This is an optimization exercise on Yosys and OpenROAD, whose aim is small area and a short achievable clock period, not a production implementation.
No functional check of the RTL was part of any run shown here.
Power figures rest on the tool's default switching activity, not on a simulated workload.

[design/flow/config.mk]
export PLATFORM = sky130hd
export DESIGN_NAME = cpuTop
export DESIGN_NICKNAME = cpuTop
export VERILOG_FILES = /design/flow/design.v
export SDC_FILE = /design/flow/constraint.sdc
export NUM_CORES = 4
export LEC_CHECK = 0
export CAP_MARGIN = 20
export CORE_MARGIN = 2
export CORE_UTILIZATION = 40
export SETUP_SLACK_MARGIN = 0.3
export SLEW_MARGIN = 20
export SYNTH_HIERARCHICAL = 1
[design/flow/constraint.sdc]
create_clock -name core_clock -period 10.5 [get_ports {clk}]
set_input_delay 2.1000 -clock core_clock [delete_from_list [all_inputs] [get_ports {clk}]]
set_output_delay 2.1000 -clock core_clock [all_outputs]
set_load 0.01 [all_outputs]
[design/flow/design.v]
package cpuPkg;
	localparam int dataWidth = 16;  
	localparam int addrWidth = 10;  
	localparam int regAddrWidth = 5;  
	localparam int opcodeWidth = 6;
	typedef logic [dataWidth-1:0] word_t;
	typedef logic [addrWidth-1:0] addr_t;
	typedef logic [regAddrWidth-1:0] regAddr_t;
	localparam logic [opcodeWidth-1:0]
		opNop = 6'h00, opLw = 6'h01, opSw = 6'h02, opMv = 6'h03, opBgz = 6'h04,
		opBez = 6'h05, opJmp = 6'h06, opSlt = 6'h09, opSlti = 6'h0a, opSeq = 6'h0b,
		opSeqi = 6'h0c, opLim = 6'h0d, opSl = 6'h0e, opSr = 6'h0f, opAdd = 6'h10,
		opSub = 6'h11, opAddi = 6'h15, opSubi = 6'h16, opNot = 6'h1a, opXor = 6'h1b,
		opOr = 6'h1c, opAnd = 6'h1d, opLwr = 6'h1e, opSwr = 6'h1f, opSi = 6'h20,
		opSli = 6'h21, opSri = 6'h22;
	typedef enum logic [1:0] {wrNone = 2'd0, wrR1 = 2'd1, wrRB = 2'd2, wrRA = 2'd3} wrSel_t;
	localparam logic [3:0] ttAnd = 4'b1000, ttOr = 4'b1110, ttXor = 4'b0110,
		ttNotA = 4'b0011, ttA = 4'b1100, ttB = 4'b1010;
	typedef struct packed {
		wrSel_t wrSel;
		logic bReg;  
		logic bImm;  
		logic bRam;  
		logic bIn;  
		logic immLong;  
		logic aR1;  
		logic sub;  
		logic shRight;  
		logic [3:0] tt;  
		logic selLogic;
		logic selSum;
		logic selShl;
		logic selShr;
		logic selLt;
		logic selNe;
	} ctrl_t;
endpackage
`timescale 1ns/1ns
import cpuPkg::*;
module alu (
	input cpuPkg::ctrl_t ctrl,
	input cpuPkg::word_t a,
	input cpuPkg::word_t b,
	output cpuPkg::word_t result
);
	logic [16:0] sum;
	cpuPkg::word_t bits;  
	cpuPkg::word_t shIn;
	cpuPkg::word_t shl;
	cpuPkg::word_t shr;
	logic lt;
	logic ne;
	assign sum = {1'b0, a} + {1'b0, b ^ {16{ctrl.sub}}} + {16'd0, ctrl.sub};
	assign lt = ~sum[16];  
	always_comb begin
		for (int i = 0; i < 16; i++) begin
			bits[i] = ctrl.tt[{a[i], b[i]}];
		end
	end
	assign ne = |bits;  
	always_comb begin
		for (int i = 0; i < 16; i++) begin
			shIn[i] = ctrl.shRight ? a[15-i] : a[i];
		end
	end
	assign shl = shIn << b[3:0];
	always_comb begin
		for (int i = 0; i < 16; i++) begin
			shr[i] = shl[15-i];
		end
	end
	always_comb begin
		result = (bits & {16{ctrl.selLogic}}) | (sum[15:0] & {16{ctrl.selSum}})
			| (shl & {16{ctrl.selShl}}) | (shr & {16{ctrl.selShr}});
		result[0] = result[0] | (lt & ctrl.selLt) | (ne & ctrl.selNe);
	end
endmodule
`timescale 1ns/1ns
import cpuPkg::*;
module ctrlUnit (
	input logic [5:0] opcode,
	input logic rstN,
	output cpuPkg::ctrl_t ctrl,
	output logic ramWe,
	output logic isJmp,
	output logic isBgz,
	output logic isBez
);
	always_comb begin
		ctrl = '0;
		ctrl.bReg = 1'b1;
		case (opcode)
			opLw: begin ctrl.wrSel = wrR1; ctrl.bReg = 1'b0; ctrl.bRam = 1'b1; ctrl.tt = ttB; ctrl.selLogic = 1'b1; end
			opMv: begin ctrl.wrSel = wrRB; ctrl.tt = ttA; ctrl.selLogic = 1'b1; end
			opSlt: begin ctrl.wrSel = wrR1; ctrl.sub = 1'b1; ctrl.selLt = 1'b1; end
			opSlti: begin ctrl.wrSel = wrR1; ctrl.bReg = 1'b0; ctrl.bImm = 1'b1; ctrl.sub = 1'b1; ctrl.selLt = 1'b1; end
			opSeq: begin ctrl.wrSel = wrR1; ctrl.tt = ttXor; ctrl.selNe = 1'b1; end
			opSeqi: begin ctrl.wrSel = wrR1; ctrl.bReg = 1'b0; ctrl.bImm = 1'b1; ctrl.tt = ttXor; ctrl.selNe = 1'b1; end
			opLim: begin ctrl.wrSel = wrR1; ctrl.bReg = 1'b0; ctrl.bImm = 1'b1; ctrl.immLong = 1'b1; ctrl.tt = ttB; ctrl.selLogic = 1'b1; end
			opSl: begin ctrl.wrSel = wrR1; ctrl.selShl = 1'b1; end
			opSr: begin ctrl.wrSel = wrR1; ctrl.shRight = 1'b1; ctrl.selShr = 1'b1; end
			opAdd: begin ctrl.wrSel = wrR1; ctrl.selSum = 1'b1; end
			opSub: begin ctrl.wrSel = wrR1; ctrl.sub = 1'b1; ctrl.selSum = 1'b1; end
			opAddi: begin ctrl.wrSel = wrR1; ctrl.bReg = 1'b0; ctrl.bImm = 1'b1; ctrl.selSum = 1'b1; end
			opSubi: begin ctrl.wrSel = wrR1; ctrl.bReg = 1'b0; ctrl.bImm = 1'b1; ctrl.sub = 1'b1; ctrl.selSum = 1'b1; end
			opNot: begin ctrl.wrSel = wrRB; ctrl.tt = ttNotA; ctrl.selLogic = 1'b1; end
			opXor: begin ctrl.wrSel = wrR1; ctrl.tt = ttXor; ctrl.selLogic = 1'b1; end
			opOr: begin ctrl.wrSel = wrR1; ctrl.tt = ttOr; ctrl.selLogic = 1'b1; end
			opAnd: begin ctrl.wrSel = wrR1; ctrl.tt = ttAnd; ctrl.selLogic = 1'b1; end
			opLwr: begin ctrl.wrSel = wrRB; ctrl.bReg = 1'b0; ctrl.bRam = 1'b1; ctrl.tt = ttB; ctrl.selLogic = 1'b1; end
			opSi: begin ctrl.wrSel = wrRA; ctrl.bReg = 1'b0; ctrl.bIn = 1'b1; ctrl.tt = ttB; ctrl.selLogic = 1'b1; end
			opSli: begin ctrl.wrSel = wrR1; ctrl.bReg = 1'b0; ctrl.bImm = 1'b1; ctrl.selShl = 1'b1; end
			opSri: begin ctrl.wrSel = wrR1; ctrl.bReg = 1'b0; ctrl.bImm = 1'b1; ctrl.shRight = 1'b1; ctrl.selShr = 1'b1; end
			opSw: ctrl.aR1 = 1'b1;
			default: ;
		endcase
		if (!rstN) begin
			ctrl.wrSel = wrNone;
			ctrl.selLogic = 1'b0;
			ctrl.selSum = 1'b0;
			ctrl.selShl = 1'b0;
			ctrl.selShr = 1'b0;
			ctrl.selLt = 1'b0;
			ctrl.selNe = 1'b0;
		end
	end
	assign ramWe = rstN & ((opcode == opSw) | (opcode == opSwr));  
	assign isJmp = (opcode == opJmp);
	assign isBgz = (opcode == opBgz);
	assign isBez = (opcode == opBez);
endmodule
`timescale 1ns/1ns
import cpuPkg::*;
module progCounter (
	input logic clk,
	input logic rstN,
	input logic branch,  
	input cpuPkg::addr_t target,
	output cpuPkg::addr_t pc
);
	always_ff @(posedge clk) begin
		if (!rstN) begin
			pc <= '0;
		end else if (branch) begin
			pc <= target;
		end else begin
			pc <= pc + 1'b1;  
		end
	end
endmodule
`timescale 1ns/1ns
import cpuPkg::*;
module regDecode (
	input cpuPkg::regAddr_t fieldA,
	input cpuPkg::regAddr_t fieldB,
	input logic aR1,
	input logic bReg,
	output logic [31:0] hotA,
	output logic [31:0] hotB,
	output logic [31:0] hotW
);
	always_comb begin
		for (int i = 0; i < 32; i++) begin
			hotA[i] = aR1 ? (i == 1) : (fieldA == 5'(i));
			hotW[i] = (fieldB == 5'(i));
			hotB[i] = hotW[i] & bReg;
		end
	end
endmodule
module readTerm3 (
	input logic d0, s0, d1, s1, d2, s2,
	output logic yN
);
	assign yN = ~((d0 & s0) | (d1 & s1) | (d2 & s2));
endmodule
module readTerm2 (
	input logic d0, s0, d1, s1,
	output logic yN
);
	assign yN = ~((d0 & s0) | (d1 & s1));
endmodule
module readJoin (
	input logic [10:0] tN,
	output logic y
);
	assign y = ~(&tN);
endmodule
module readJoinX (
	input logic [10:0] tN,
	input logic xN,
	output logic y
);
	assign y = ~((&tN) & xN);
endmodule
module readBit #(parameter bit extra = 1'b0) (
	input logic [31:0] d,
	input logic [31:0] hot,
	input logic [2:0] xd,
	input logic [2:0] xs,
	output logic y
);
	logic [10:0] tN;
	for (genvar k = 0; k < 10; k++) begin : gTerm
		readTerm3 uTerm (
			.d0(d[3*k]), .s0(hot[3*k]),
			.d1(d[3*k+1]), .s1(hot[3*k+1]),
			.d2(d[3*k+2]), .s2(hot[3*k+2]),
			.yN(tN[k])
		);
	end
	readTerm2 uTerm2 (.d0(d[30]), .s0(hot[30]), .d1(d[31]), .s1(hot[31]), .yN(tN[10]));
	if (extra) begin : gExtra
		logic xN;
		readTerm3 uTermX (
			.d0(xd[0]), .s0(xs[0]), .d1(xd[1]), .s1(xs[1]), .d2(xd[2]), .s2(xs[2]),
			.yN(xN)
		);
		readJoinX uJoin (.tN(tN), .xN(xN), .y(y));
	end else begin : gPlain
		readJoin uJoin (.tN(tN), .y(y));
	end
endmodule
module regFile (
	input logic clk,
	input logic rstN,
	input cpuPkg::wrSel_t wrSel,
	input logic aR1,  
	input logic bReg,  
	input logic [2:0][15:0] xData,  
	input logic [2:0] xSel,
	input cpuPkg::regAddr_t fieldA,
	input cpuPkg::regAddr_t fieldB,
	input cpuPkg::word_t wData,
	output cpuPkg::word_t rdA,  
	output cpuPkg::word_t rdB,  
	output cpuPkg::word_t r1
);
	cpuPkg::word_t regs [32];
	logic [31:0] hotA;
	logic [31:0] hotB;
	logic [31:0] hotW;
	cpuPkg::word_t wDataG;
	logic [31:0] load;
	regDecode uDec (
		.fieldA(fieldA), .fieldB(fieldB), .aR1(aR1), .bReg(bReg),
		.hotA(hotA), .hotB(hotB), .hotW(hotW)
	);
	assign wDataG = wData;  
	always_comb begin
		for (int i = 0; i < 32; i++) begin
			case (wrSel)
				wrR1: load[i] = (i == 1);
				wrRB: load[i] = hotW[i];
				wrRA: load[i] = hotA[i];
				default: load[i] = 1'b0;
			endcase
			load[i] = load[i] | !rstN;
		end
	end
	always_ff @(posedge clk) begin
		for (int i = 0; i < 32; i++) begin
			if (load[i]) regs[i] <= wDataG;
		end
	end
	for (genvar b = 0; b < 16; b++) begin : gRead
		logic [31:0] col;
		for (genvar i = 0; i < 32; i++) begin : gCol
			assign col[i] = regs[i][b];
		end
		logic [2:0] xd;
		for (genvar k = 0; k < 3; k++) begin : gX
			assign xd[k] = xData[k][b];
		end
		readBit #(.extra(1'b0)) uReadA (.d(col), .hot(hotA), .xd(3'b000), .xs(3'b000), .y(rdA[b]));
		readBit #(.extra(1'b1)) uReadB (.d(col), .hot(hotB), .xd(xd), .xs(xSel), .y(rdB[b]));
	end
	assign r1 = regs[1];
endmodule
`timescale 1ns/1ns
import cpuPkg::*;
module operandSel (
	input logic [5:0] opcode,
	input cpuPkg::ctrl_t ctrl,
	input cpuPkg::addr_t operand,
	input cpuPkg::word_t rdA,
	input cpuPkg::word_t rdB,
	input cpuPkg::word_t ramRData,
	input cpuPkg::word_t inBus,
	output logic [2:0][15:0] xData,  
	output logic [2:0] xSel,
	output cpuPkg::addr_t ramAddr,
	output cpuPkg::word_t ramWData
);
	assign xData[0] = {6'd0, operand[9:5] & {5{ctrl.immLong}}, operand[4:0]};  
	assign xData[1] = ramRData;  
	assign xData[2] = inBus;  
	assign xSel = {ctrl.bIn, ctrl.bRam, ctrl.bImm};
	always_comb begin
		if (!opcode[4]) begin
			ramAddr = operand;  
		end else if (opcode[0]) begin
			ramAddr = rdB[9:0];  
		end else begin
			ramAddr = rdA[9:0];  
		end
	end
	assign ramWData = rdA;
endmodule
`timescale 1ns/1ns
import cpuPkg::*;
module cpuTop (
	input logic clk,
	input logic rstN,
	input logic [15:0] instr,  
	input cpuPkg::word_t inBus,
	input cpuPkg::word_t ramRData,
	output cpuPkg::addr_t pc,
	output cpuPkg::addr_t ramAddr,
	output cpuPkg::word_t ramWData,
	output logic ramWe  
);
	logic [5:0] opcode;
	cpuPkg::addr_t operand;
	cpuPkg::ctrl_t ctrl;
	logic isJmp, isBgz, isBez;
	logic r1Zero, branch;
	cpuPkg::word_t rdA, rdB, r1, result;
	logic [2:0][15:0] xData;
	logic [2:0] xSel;
	assign opcode = instr[15:10];
	assign operand = instr[9:0];
	ctrlUnit uCtrl (
		.opcode(opcode),
		.rstN(rstN),
		.ctrl(ctrl),
		.ramWe(ramWe),
		.isJmp(isJmp),
		.isBgz(isBgz),
		.isBez(isBez)
	);
	regFile uRegs (
		.clk(clk),
		.rstN(rstN),
		.wrSel(ctrl.wrSel),
		.aR1(ctrl.aR1),
		.bReg(ctrl.bReg),
		.xData(xData),
		.xSel(xSel),
		.fieldA(operand[9:5]),
		.fieldB(operand[4:0]),
		.wData(result),
		.rdA(rdA),
		.rdB(rdB),
		.r1(r1)
	);
	operandSel uSel (
		.opcode(opcode),
		.ctrl(ctrl),
		.operand(operand),
		.rdA(rdA),
		.rdB(rdB),
		.ramRData(ramRData),
		.inBus(inBus),
		.xData(xData),
		.xSel(xSel),
		.ramAddr(ramAddr),
		.ramWData(ramWData)
	);
	alu uAlu (
		.ctrl(ctrl),
		.a(rdA),
		.b(rdB),
		.result(result)
	);
	assign r1Zero = (r1 == '0);
	assign branch = isJmp | (isBgz & ~r1Zero) | (isBez & r1Zero);
	progCounter uPc (
		.clk(clk),
		.rstN(rstN),
		.branch(branch),
		.target(operand),
		.pc(pc)
	);
endmodule
[design/flow/run.sh]
#!/bin/bash
# synth_recipe.tcl (not shown) runs the flow's synth.tcl, then flattens the netlist and writes it again
# the make line also repeats each setting of config.mk as NAME=value (left out here)
make -C /OpenROAD-flow-scripts/flow DESIGN_CONFIG=/design/flow/config.mk WORK_HOME=/design/flow/orfs CLKGATE_MAP_FILE= SYNTH_SCRIPT=/design/flow/synth_recipe.tcl finish
==> results of run 1 <==
[worst max-delay path: cells and delay by family]
kind	cells	cell delay, ns
and+or+nand+nor	6	2.63
buffers and inverters	3	1.33
AOI/OAI and AO/OA	3	0.99
adders and majority gates	1	0.32
muxes	1	0.17
[cell type report]
cell class                      count  area, um^2
Inverter                           17       63.81
Clock buffer                       61        1378
Timing Repair Buffer              232        1967
Fill cell                        5572       33630
Multi-Input combinational cell   1126        9308
Antenna cell                        6       15.01
Clock inverter                     34       320.3
Tap cell                          846        1059
Sequential cell                   522       15570
[placed cells by master (no fill, tap or decap), types with 7 or more instances in the layout]
cell type	count
sky130_fd_sc_hd__edfxtp_1	512
sky130_fd_sc_hd__a222oi_1	340
sky130_fd_sc_hd__buf_4	143
sky130_fd_sc_hd__nor2_1	128
sky130_fd_sc_hd__clkdlybuf4s50_1	86
sky130_fd_sc_hd__nand4_1	84
sky130_fd_sc_hd__clkbuf_16	54
sky130_fd_sc_hd__mux2i_1	51
sky130_fd_sc_hd__nand2_1	47
sky130_fd_sc_hd__a21oi_1	37
sky130_fd_sc_hd__or3_1	35
sky130_fd_sc_hd__o21ai_1	34
sky130_fd_sc_hd__a22oi_2	33
sky130_fd_sc_hd__nand3_1	31
sky130_fd_sc_hd__o21ai_0	30
sky130_fd_sc_hd__ha_1	24
sky130_fd_sc_hd__xor2_1	23
sky130_fd_sc_hd__mux4_2	20
sky130_fd_sc_hd__inv_1	16
sky130_fd_sc_hd__mux4_1	11
sky130_fd_sc_hd__nand2b_1	11
sky130_fd_sc_hd__clkinv_1	11
sky130_fd_sc_hd__a31oi_1	10
sky130_fd_sc_hd__and3_1	10
sky130_fd_sc_hd__dfxtp_1	10
sky130_fd_sc_hd__and2_1	9
sky130_fd_sc_hd__a221o_1	9
sky130_fd_sc_hd__xnor2_1	9
sky130_fd_sc_hd__clkinv_2	9
sky130_fd_sc_hd__nor4_1	8
sky130_fd_sc_hd__nor3_1	8
sky130_fd_sc_hd__nor3_2	7
sky130_fd_sc_hd__clkbuf_1	7
[worst min-delay path by stage]
| stage | from | end | slack [ns] |
|---|---|---|---|
| 5_1_grt | uPc.pc[8] | uPc.pc[8] | 0.57 |
| 4_1_cts | uPc.pc[8] | uPc.pc[8] | 0.54 |
| 3_3_place_gp | uPc.pc[9] | uPc.pc[9] | 0.49 |
| 6_report | uPc.pc[8] | uPc.pc[8] | 0.54 |
| 3_5_place_dp | uPc.pc[8] | uPc.pc[8] | 0.52 |
| 2_1_floorplan | uPc.pc[9] | uPc.pc[9] | 0.51 |
[metal layers]
layer  wire length, um  GRT usage (%)  vias to the layer above
met4              4654          12.51                        2
met5                13              0                        -
met1             38530          40.11                    10320
met2             43710          43.88                     1543
li1                  -              -                     8360
met3             11960          5.989                      200
[report_power, final]
| group | internal [W] | switching [W] | total, W |
|---|---|---|---|
| Sequential | 0.00246 | 0.0000808 | 0.00254 |
| Combinational | 0.000275 | 0.000535 | 0.000810 |
| Clock | 0.00104 | 0.000811 | 0.00185 |
| Total | 0.00377 | 0.00143 | 0.00520 |
[state kept, by name, summed over array words and instances (netlist names)]
signal and count:
uRegs.regs 512, uPc.pc 10
[metrics by stage]
stage | utilization [%] | instances | hold WS (ns) | total power (W)
final | 46.89 | 2844 | 0.5387 | 0.005201
after global routing | 46.86 | 2838 | 0.5737 | 0.005347
after CTS | 46.83 | 2836 | 0.5387 | 0.005202
after detailed placement | 44.15 | 2741 | 0.5239 | 0.003364
after global placement | 44.15 | 2741 | 0.4948 | 0.003357
after floorplan | - | 1784 | 0.5131 | 0.003040
==> summary.txt, run 1 <==
From synthesis to final layout, the design area changed by 15.66%. Detailed placement finished with a half-perimeter wire length of 69320 um. The die span in y came out at 257.3 um.

The smallest clock period supported by the final layout is computed as 9.673 ns. The run gives 0.8274 ns as the final worst setup slack. The total of buffers placed on input and output ports works out to 86.

For the aggregate global routing overflow, the log shows 0. Wire length of the first global-routing pass: 139500 um. The headroom to the max-slew limit was 19.75%. The number of levels in the clock H-tree was 2. The tools report the number of antenna violations at the first check in global routing as 6.

In the final design database the tool counted 2028 nets. For the slack of the worst reg-to-reg path, the log shows 5.10 ns. The flow ran to the end and the layout has no timing, DRC or antenna violations. The worst path uses 92.12% of the clock period.

The tools report the startpoint of the worst setup timing path as instr[11]. For this design the ratio of total power to cell area is 175.2 nW/um^2. In this run the post-CTS setup repair buffer count came out at 0. The tools report the end point of the critical path as ramAddr[0].

Setup repair after global routing left no endpoint under its margin. For the worst setup path, the data arrival time is 7.57 ns. Summed over all cells, the static leakage comes to 10.20 nW. The aggregate routed wire length came out at 98860 um.

The largest stage delay on the critical path is 0.96 ns, and the number of max-capacitance violations reported is 0. Clock tree synthesis found a total of 522 sinks. In this run the worst path has a maximum fanout of 21. The destination of the worst register-to-register timing path was uRegs.regs[2][15]. The TritonCTS buffer count came out at 54. The path class of the tightest hold or removal check is flip-flop to flip-flop. The congestion estimate from routability-driven global placement came to 1.061.

For the final database, setup skew stands at 0.05873 ns. Among all stages on the critical path, the largest delay is contributed by sky130_fd_sc_hd__nor2_1. The routed layout has 20420 vias. The startpoint identified for the worst register-to-register timing path is uRegs.regs[3][2]. Yosys printed 13 warnings. The region available for standard cell placement spans 63310 um^2. The kind of critical path is primary input to primary output.

The post-synthesis instance total was 1779; the pin count of the biggest net entering global routing was 44. Along the worst hold path, the cell count comes to 2. Traced cell by cell, the critical path runs through clkdlybuf4s50_1 > inv_1 > ha_1 > nor2b_1 > nor3b_1 > o221a_2 > nand4b_1 > nor2_1 > a222oi_1 > nand4_1 > or3_1 > mux2i_1 > a21oi_1 > clkdlybuf4s50_1.

TritonCTS built the clock tree. Kind of capture point of the worst setup path: a primary output. The final count of hold timing violations is 0. The ratio of routed vias to standard cells is 7.180. The most numerous cell on the critical path is sky130_fd_sc_hd__clkdlybuf4s50_1. Summing all placed instances gives a cell area of 27950 um^2.

The clock transition time at the flip-flop clock pins of the worst setup and hold paths came out at 0.06 ns. For the worst setup path, the data required time is 8.40 ns. The category of the worst setup path launch point is a primary input.

In the final layout, the share of cells above drive strength 1 is 16.21%. In the final routed layout, each cell accounts on average for 34.76 um. The tree is rooted in a sky130_fd_sc_hd__clkbuf_16. Summing every instance area after synthesis gives 25670 um^2. Worst-margin pin slew: 1.204 ns.

The tools report the number of detailed-route iterations in the first pass as 17. The initial utilization of the core area, before any placement, comes to 40.54%. The horizontal die dimension is 257.3 um. For the worst flop-to-flop path, the logic depth is 12. The clock latency on the worst-skew pair was 0.64 ns.

The highest clock rate is 103.4 MHz. For this design, the CTS-stage hold fixing added 0 buffers. The logs give 149.3 uV for the largest voltage drop on the vdd net and 0 for the number of slew-limit violations in the final report. For this run, the total global-route usage over all layers was measured as 28.88%. Timing analysis after detailed placement gives a worst setup slack of 1.001 ns. The detail route stage leaves a number of antenna-violating nets equal to 0. The clock passes through at most 3 buffers. For this design the top-level I/O count stands at 87. The average instance in the mapped netlist occupies 14.43 um^2. The number of gates resized after CTS was 0; the area of the die was 66210 um^2. The run gives 92 as the count of standard-cell rows. Number of global-route vias before repair: 19100.

After detailed routing, the number of remaining DRC violations is 0. In the final timing run, aggregate negative setup slack is 0 ns. After routing the design area is 29680 um^2. The count of routing violations after the opening detailed-route iteration came out at 4667.

The final setup violation count came out at 0.
==> inputs of run 2 (changes only) <==
--- a/design/flow/config.mk
+++ b/design/flow/config.mk
@@ -8,6 +8,7 @@
 export CAP_MARGIN = 20
 export CORE_MARGIN = 2
-export CORE_UTILIZATION = 40
-export SETUP_SLACK_MARGIN = 0.3
+export CORE_UTILIZATION = 60
+export CTS_BUF_LIST = sky130_fd_sc_hd__clkbuf_8
+export SETUP_SLACK_MARGIN = 3.0
 export SLEW_MARGIN = 20
 export SYNTH_HIERARCHICAL = 1
==> run 2 against run 1 <==
Compared with the run above:
- synthesized area unchanged
- cell count decreased by 6.3%
- total power decreased by 3.1%
- count of clock-buffer cells in the layout increased by 24
- critical path type unchanged
- largest cell class unchanged
==> summary.txt, run 2 <==
The min-delay analysis places its worst path in the category flip-flop to flip-flop. The clock network is responsible for 30.9% of the overall power. On the critical path the largest part of the delay comes from simple AND/OR/NAND/NOR gates. Data arrives at the worst endpoint at 5.78 ns. The horizontal die dimension was 210.8 um. The ratio of routed vias to standard cells is 8.176. The largest registers in the layout are uRegs.regs: 512 flops, uPc.pc: 10 flops. The sequential group share of total power came out at 50.5%. The routed design could run at a clock period as short as 7.881 ns. The multi-input combinational cells in the finished layout cover a total of 9905 um^2. The core outline area was 42040 um^2.

The slowest cell on the critical path is sky130_fd_sc_hd__a222oi_1. The largest stage delay on the critical path came out at 0.56 ns. The register with the most flip-flops in the layout has 512 of them.

The register name with the most flops was uRegs.regs. The sequential cell area in the final layout was 15570 um^2; the overall global routing resource usage was 43.76%. The detailed placer's ending HPWL was 66140 um; the TritonCTS buffer count was 81. Synthesis produced a netlist whose cell count is 1779.

The worst-margin pin slew was 1.170 ns; the aggregate routed wire length was 99910 um. After clock tree synthesis, the flow added hold-fix buffers numbering 0. The final count of hold timing violations is 0. For this design the static power due to leakage is 10.90 nW. Once the floorplan was initialized, standard cells occupied 61.05% of the core.

For this design, the sink count on the clock tree is 522. For the worst-skew pair, the clock arrives at the later sink with an insertion delay of 0.66 ns. The final setup violation count is 0, and the combinational fraction of design power is 18.6%. Counting the fill cells in the layout gives 2830. The number of antenna violations at the first check in global routing is 4. The die is 210.8 um tall. Including well taps, the total number of placed cells is 2422. Between clock sinks in the finished design, the worst skew comes to 0.04188 ns. TritonCTS built the clock tree. The first global-routing pass estimated 138500 um of wire. Power spread over the standard cell area amounts to 166.2 nW/um^2. The first detailed-routing pass ran for 17 iterations. The count of nets left with antenna violations after detail routing was 0; the share of final-layout standard cells stronger than drive strength 1 was 24.63%. After detailed routing, the average wire length per cell comes to 37.50 um. For the cell-internal power, the log shows 0.003568 W. In this run the core area contains 75 standard-cell rows.

The worst hold slack is 0.5146 ns. The run finished with no timing, DRC or antenna violations. The H-tree was split into 3 levels. In the routed design, unresolved DRC markers number 0. The signal on the critical path passes through buf_6 > buf_8 > clkinvlp_4 > ha_4 > nand2_4 > nor3b_4 > o221a_4 > buf_4 > nand4b_1 > buf_4 > nor2_4 > buf_6 > buf_12 > a222oi_1 > nand4_1 > or3_4 > mux2i_1 > a21oi_1 > buf_2.

The average cell area after synthesis is 14.43 um^2. The tools report the final weighted congestion in routability-driven placement as 1.061. Timing would allow up to 126.9 MHz.

After synthesis the cells add up to 25670 um^2. During synthesis, Yosys emitted a total of 13 warnings. Setup repair after global routing could not meet its margin everywhere.

The worst setup path is captured at a primary output. The net switching share of the total power is 29.21%, and the number of slew-limit violations in the final report is 0. The post-route clock period utilization is 75.06%, and the required time at the endpoint of the critical path is 8.40 ns. The worst setup path is of the primary input to primary output kind. The count of routing violations after the opening detailed-route iteration was 5668; the number of max-capacitance violations reported was 0. The buffers plus inverters on the worst setup path was 8.

After routing, the total negative slack on setup checks comes to 0 ns. Entering global routing, the biggest net connects 44 pins. Leaving out fill and tap cells, the most frequent cells in the layout are sky130_fd_sc_hd__edfxtp_1 (512), sky130_fd_sc_hd__a222oi_1 (340), sky130_fd_sc_hd__buf_4 (191). In this run the power spent charging and discharging nets is 0.001472 W.

The clock root buffer was sky130_fd_sc_hd__clkbuf_8. From synthesis to final layout, the design area changed by 18.15%. Count of placed standard cells in the final layout, fillers left out: 2664. The final route contains 21780 vias. After clock tree synthesis, the clock-pin slew on the worst setup and hold paths is 0.06 ns. Buffer depth of the longest clock path: 3.

The category of the worst setup path launch point was a primary input. The most common cell after layout, fill and taps aside was sky130_fd_sc_hd__edfxtp_1. The number of I/O pins came out at 87.

Buffers placed on the I/O ports in this run total 86. The net count of the finished layout is 2138. The die covers 44450 um^2. Aggregate global routing overflow: 0. Measured against its own limit, the worst slew margin works out to 21.99%. The largest voltage drop on the vdd net came out at 137.1 uV. Number of global-route vias before repair: 20030.

Of all nets on the critical path, the largest fanout is 7.
## run 2: area by class of cell
type | instances | area share, %
well taps | 539 | 2.224
inverters | 17 | 0.2311
multi-input cells | 1130 | 32.66
clock buffers | 85 | 3.858
diodes | 2 | 0.01650
clock inverters | 58 | 0.9160
flip-flops and latches | 522 | 51.36
repair buffers | 311 | 8.735
## run 2: worst min-delay path, stage by stage, from the launching register on
cell and delay [ns]:
sky130_fd_sc_hd__dfxtp_1 0.32, sky130_fd_sc_hd__o31ai_1 0.07, sky130_fd_sc_hd__a31oi_1 0.07
## run 2: metal layers
metal	track usage, %	wire length (um)
met4	24.02	7002
met2	65.90	43590
met3	12.37	16080
met5	0	9
met1	57.92	33230
## run 2: stage by stage
step / utilization, % / total power (W) / worst slack, ns / cell area [um^2]
CTS: 70.61 / 0.004930 / 2.866 / 29680
global route: 72.12 / 0.005170 / 2.607 / 30320
floorplan: - / 0.003040 / 3.064 / 25690
detailed placement: 65.31 / 0.003364 / 1.084 / 27460
finish: 72.13 / 0.005040 / 2.619 / 30330
global placement: 65.31 / 0.003349 / 1.174 / 27460
## run 2: power by group through the flow
stage	clock network [W]	logic, W	registers (W)
final	0.00156	0.000938	0.00254
after detailed placement	0	0.000784	0.00258
after floorplan	0	0.000485	0.00256
after global routing	0.00165	0.000968	0.00255
after global placement	0	0.000781	0.00257
after CTS	0.00156	0.000836	0.00254
## run 2: final timing paths
| path | from | end | slack [ns] | cells past startpoint |
|---|---|---|---|---|
| hold / removal | uPc.pc[9] | uPc.pc[9] | 0.51 | 2 |
| setup reg to reg | uRegs.regs[21][0] | uRegs.regs[9][3] | 5.48 | 11 |
| setup / recovery | instr[10] | ramAddr[2] | 2.62 | 19 |
| hold reg to reg | uPc.pc[9] | uPc.pc[9] | 0.51 | 2 |
## run 2: what timing repair did
item,CTS,global route
pin swaps,88,104
gates resized for setup,170,70
gates cloned,1,6
setup buffers,53,36
endpoints found under the setup margin,538,342

## port drivers added, routing unchanged
The results above use ideal ports. As a check the final layouts listed here were re-extracted and re-timed, cells and wires unchanged. Step 1: set_driving_cell puts a clkbuf_16 on clk and a buf_2 on each other input, an assumption about the parent block. Step 2 times the ports against the registers' clock, not the clock port: input delays grow and output delays shrink by t, the midpoint of the rising clock arrivals with the driver on. a / b / c = ideal ports / drivers / drivers and shift; a / b = the first two.
run | shift t [ns] | setup WS [ns] | worst setup path at the end | worst register clock-pin slew, ns
run 1 | 0.672 | 0.827 / 0.801 / 0.728 | input to register | 0.06 / 0.06
run 2 | 0.695 | 2.619 / 2.586 / 2.064 | input to register | 0.07 / 0.07
After both steps every run listed still meets setup and hold. For run 2, which loses most, drivers alone change the setup slack by -0.033 ns; drivers and shift together by -0.555 ns.
